From an optimization exercise on the open Yosys and OpenROAD flow, aimed at small area, a short achievable clock period and few clock cycles per item; shortcuts taken in it are not production practice. The RTL was checked by simulation tests, not by an equivalence proof against the original design.

==> job 6341: inputs <==
## math_expression_tokenizer
module math_expression_tokenizer #(
	parameter int MANTISSA_BITS = 48,
	parameter int DEPTH_BITS = 8
) (
	input  logic clk,
	input  logic arst_n,
	input  logic chars_valid,
	output logic chars_ready,
	input  logic [7:0] chars_character,
	output logic tokens_valid,
	input  logic tokens_ready,
	output logic [4:0] tokens_token_kind,
	output logic [47:0] tokens_number_mantissa,
	output logic [3:0] tokens_fraction_digits,
	output logic [1:0] tokens_status,
	output logic tokens_last,
	input  logic cfg_valid,
	output logic cfg_ready,
	input  logic cfg_comma_decimal_mark
);
	localparam int C_DIG  = 0;
	localparam int C_ALP  = 1;
	localparam int C_SP   = 2;
	localparam int C_ZERO = 3;
	localparam int C_MARK = 4;
	localparam int C_OP   = 5;
	logic        mark_q;
	logic        r0_v;
	logic [5:0]  r0_cls, in_cls;
	logic [4:0]  r0_code, in_code;
	logic        accept, go;
	logic        q_hp0, q_hp1, num_held, q_v0, q_v1, num_held_nopop, num_held_pop;
	logic        push_a, push_b, num_a;
	logic [4:0]  kind_a, kind_b;
	logic [1:0]  status_b;
	logic        q0_num;
	logic [47:0] acc;
	logic [3:0]  frac;
	logic        sat;
	logic [7:0]  ch;
	assign cfg_ready = 1'b1;
	assign chars_ready = !r0_v || go;
	assign accept = chars_valid && chars_ready;
	assign ch = chars_character;
	always_comb begin
		in_cls = '0;
  ...
clock: 5.3 ns
lec_check: 0
cap_margin: 20
core_margin: 2
core_utilization: 40
cts_buf_list: sky130_fd_sc_hd__clkbuf_4 sky130_fd_sc_hd__clkbuf_8
cts_cluster_size: 30
setup_slack_margin: 2.2
slew_margin: 20
standard.sh (not shown) runs the stock make flow with config.mk's settings and CLKGATE_MAP_FILE= SYNTH_SCRIPT=/design/flow/synth_recipe.tcl, a recipe that flattens the netlist after the stock synthesis.
==> flow/flow/run.sh <==
#!/bin/bash
# the standard layout, with the port buffers made from buf_1 cells instead
# of the delay buffers buffer_ports picks by default; every port still gets
# its own buffer. make's output goes to standard.log, each ORFS step's to
# its own log under orfs/logs.
set -euo pipefail
export BUFFER_PORTS_ARGS="-buffer_cell sky130_fd_sc_hd__buf_1"
bash standard.sh > standard.log 2>&1
==> job 7568 (differences from job 6341) <==
--- a/flow/design.v
+++ b/flow/design.v
@@ -25,14 +25,15 @@
 	output logic        push_b,
 	output logic [4:0]  kind_b,
 	output logic [1:0]  status_b,
 	output logic [MANTISSA_BITS-1:0] acc,
 	output logic [3:0]  frac,
 	output logic        sat
 );
+	localparam logic [4:0] KIND_PLUS   = 5'd11;
 	localparam logic [4:0] KIND_END    = 5'd18;
 	localparam logic [1:0] ST_OK      = 2'd0;
 	localparam logic [1:0] ST_SYNTAX  = 2'd1;
 	localparam logic [1:0] ST_KEYWORD = 2'd2;
 	localparam logic [1:0] ST_MIXED   = 2'd3;
 	localparam logic [1:0] VAR_NONE = 2'b11;
 	localparam int LO_BITS = 24;
@@ -201,15 +202,15 @@
 			hpend_q <= take_acc;
 			hclr_q <= take_acc && start;
 		end
 	end
 	assign acc = {hi_q, lo_q};
 	assign frac = frac_q;
 	assign sat = sat_q;
-	assign depth_step = depth_q + {{(DEPTH_BITS-1){code[0]}}, 1'b1};
+	assign depth_step = depth_q + {{(DEPTH_BITS-1){code[1]}}, 1'b1};
 	always_comb begin
 		m_n = m_q; w_n = w_q;
 		depth_n = depth_q; neg_n = neg_q; var_n = var_q; mixed_n = mixed_q;
 		push_a = 1'b0; kind_a = 5'd0;
 		push_b = 1'b0; kind_b = 5'd0; status_b = ST_OK;
 		fall = 1'b1;
 		if (num) begin
@@ -265,20 +266,20 @@
 				end else if (is_mark) begin
 					m_n = 7'd1 << M_MARK;
 				end else if (is_alp) begin
 					m_n = 7'd1 << M_WORD;
 					w_n = word_start(code);
 				end else if (is_op) begin
 					push_b = 1'b1;
-					kind_b = code;
-					if (code == 5'd16) begin
+					kind_b = KIND_PLUS + code;
+					if (code == 5'd5) begin
 						if (&depth_q) neg_n = 1'b1;
 						else depth_n = depth_step;
 					end
-					if (code == 5'd17) begin
+					if (code == 5'd6) begin
 						if (depth_q == '0) neg_n = 1'b1;
 						else depth_n = depth_step;
 					end
 				end else begin
 					m_n = 7'd1 << M_ERRS;
 				end
 			end
@@ -462,21 +463,21 @@
 		in_cls[C_DIG] = ch >= "0" && ch <= "9";
 		in_cls[C_ALP] = (ch >= "a" && ch <= "z") || (ch >= "A" && ch <= "Z");
 		in_cls[C_SP] = ch == " " || (ch >= 8'd9 && ch <= 8'd13);
 		in_cls[C_ZERO] = ch == 8'd0;
 		in_cls[C_MARK] = mark_q ? (ch == ",") : (ch == ".");
 		if (in_cls[C_ALP]) in_code = ch[5] ? ch[4:0] : 5'd0;
 		case (ch)
-			"+": begin in_cls[C_OP] = 1'b1; in_code = 5'd11; end
-			"-": begin in_cls[C_OP] = 1'b1; in_code = 5'd12; end
-			"*": begin in_cls[C_OP] = 1'b1; in_code = 5'd13; end
-			"/": begin in_cls[C_OP] = 1'b1; in_code = 5'd14; end
-			"^": begin in_cls[C_OP] = 1'b1; in_code = 5'd15; end
-			"(": begin in_cls[C_OP] = 1'b1; in_code = 5'd16; end
-			")": begin in_cls[C_OP] = 1'b1; in_code = 5'd17; end
+			"+": begin in_cls[C_OP] = 1'b1; in_code = 5'd0; end
+			"-": begin in_cls[C_OP] = 1'b1; in_code = 5'd1; end
+			"*": begin in_cls[C_OP] = 1'b1; in_code = 5'd2; end
+			"/": begin in_cls[C_OP] = 1'b1; in_code = 5'd3; end
+			"^": begin in_cls[C_OP] = 1'b1; in_code = 5'd4; end
+			"(": begin in_cls[C_OP] = 1'b1; in_code = 5'd5; end
+			")": begin in_cls[C_OP] = 1'b1; in_code = 5'd6; end
 			default: ;
 		endcase
 	end
 	always_ff @(posedge clk or negedge arst_n) begin
 		if (!arst_n) mark_q <= 1'b0;
 		else if (cfg_valid) mark_q <= cfg_comma_decimal_mark;
 	end
==> flow/flow/run.sh (replaced) <==
#!/bin/bash
# the standard layout, with the port buffers made from buf_2 cells instead
# of the delay buffers buffer_ports picks by default; every port still gets
# its own buffer. make's output goes to standard.log, each ORFS step's to
# its own log under orfs/logs.
set -euo pipefail
export BUFFER_PORTS_ARGS="-buffer_cell sky130_fd_sc_hd__buf_2"
bash standard.sh > standard.log 2>&1
- SETUP_SLACK_MARGIN: 2.2 -> 2.7
==> flow_summary.toml <==
[placement]
routabilityCongestion = 0.890

[cells_and_area]
areaGrowthSynthToFinish_pct = 22.5

[synthesis]
synth_area_leaders = "edfxtp_1 (32%), ha_1 (9.0%), dfrtp_1 (6.2%)"

[power_and_ir_drop]
ir_drop_mv = 0.224
p_per_area_nw_per_um2 = 569

[route]
drt_iter0_drc = 595

[clock_network]
cts_setup_buffers = 46

[status]
status = "no timing/DRC/antenna violations"
-- figures above: job 7568

==> flow_summary.toml <==
[power_and_ir_drop]
ir_drop_mv = 0.252
p_per_area_nw_per_um2 = 670

[route]
drt_iter0_drc = 500
viasPerCell = 5.61

[cells_and_area]
areaGrowthSynthToFinish_pct = 15.5

[clock_network]
cts_setup_buffers = 4

[status]
status = "no timing/DRC/antenna violations"

[placement]
routabilityCongestion = 0.892

[synthesis]
synth_area_leaders = "edfxtp_1 (32%), ha_1 (8.3%), dfrtp_1 (6.2%)"
-- figures above: job 6341

Testbench counts of job 6341, summed over its fixed seeds: cycles 45,710, chars 45,683.
Testbench counts of job 7568, summed over its fixed seeds: cycles 45,710, chars 45,683.

==> what the ideal ports hide <==
The flow's constraints put no driver on any port. The routed layouts listed below were extracted and timed again, unchanged, in two steps. Step 1, drivers: a clkbuf_16 drives clk and a buf_2 each remaining input, both assumed. Step 2 times the ports against the registers' clock, not the clock port: input delays grow and output delays shrink by t, the midpoint of the rising clock arrivals with the driver on. Three values: ideal ports, drivers, drivers and shift; two values: the first two.
| run | shift t [ns] | setup slack, ns | worst setup path at the end | slew at the worst register clock pin (ns) | pins driven straight from the clock port |
|---|---|---|---|---|---|
| job 6341 | 0.488 | 2.252 / 2.210 / 1.975 | input to register | 0.09 / 0.09 | 1 |
| job 7568 | 0.483 | 2.312 / 2.285 / 2.285 | input to output | 0.08 / 0.08 | 1 |
After both steps setup and hold are still met in every run listed. The setup slack of job 6341, which loses most, moves by -0.042 ns with the drivers and by -0.277 ns with both steps.
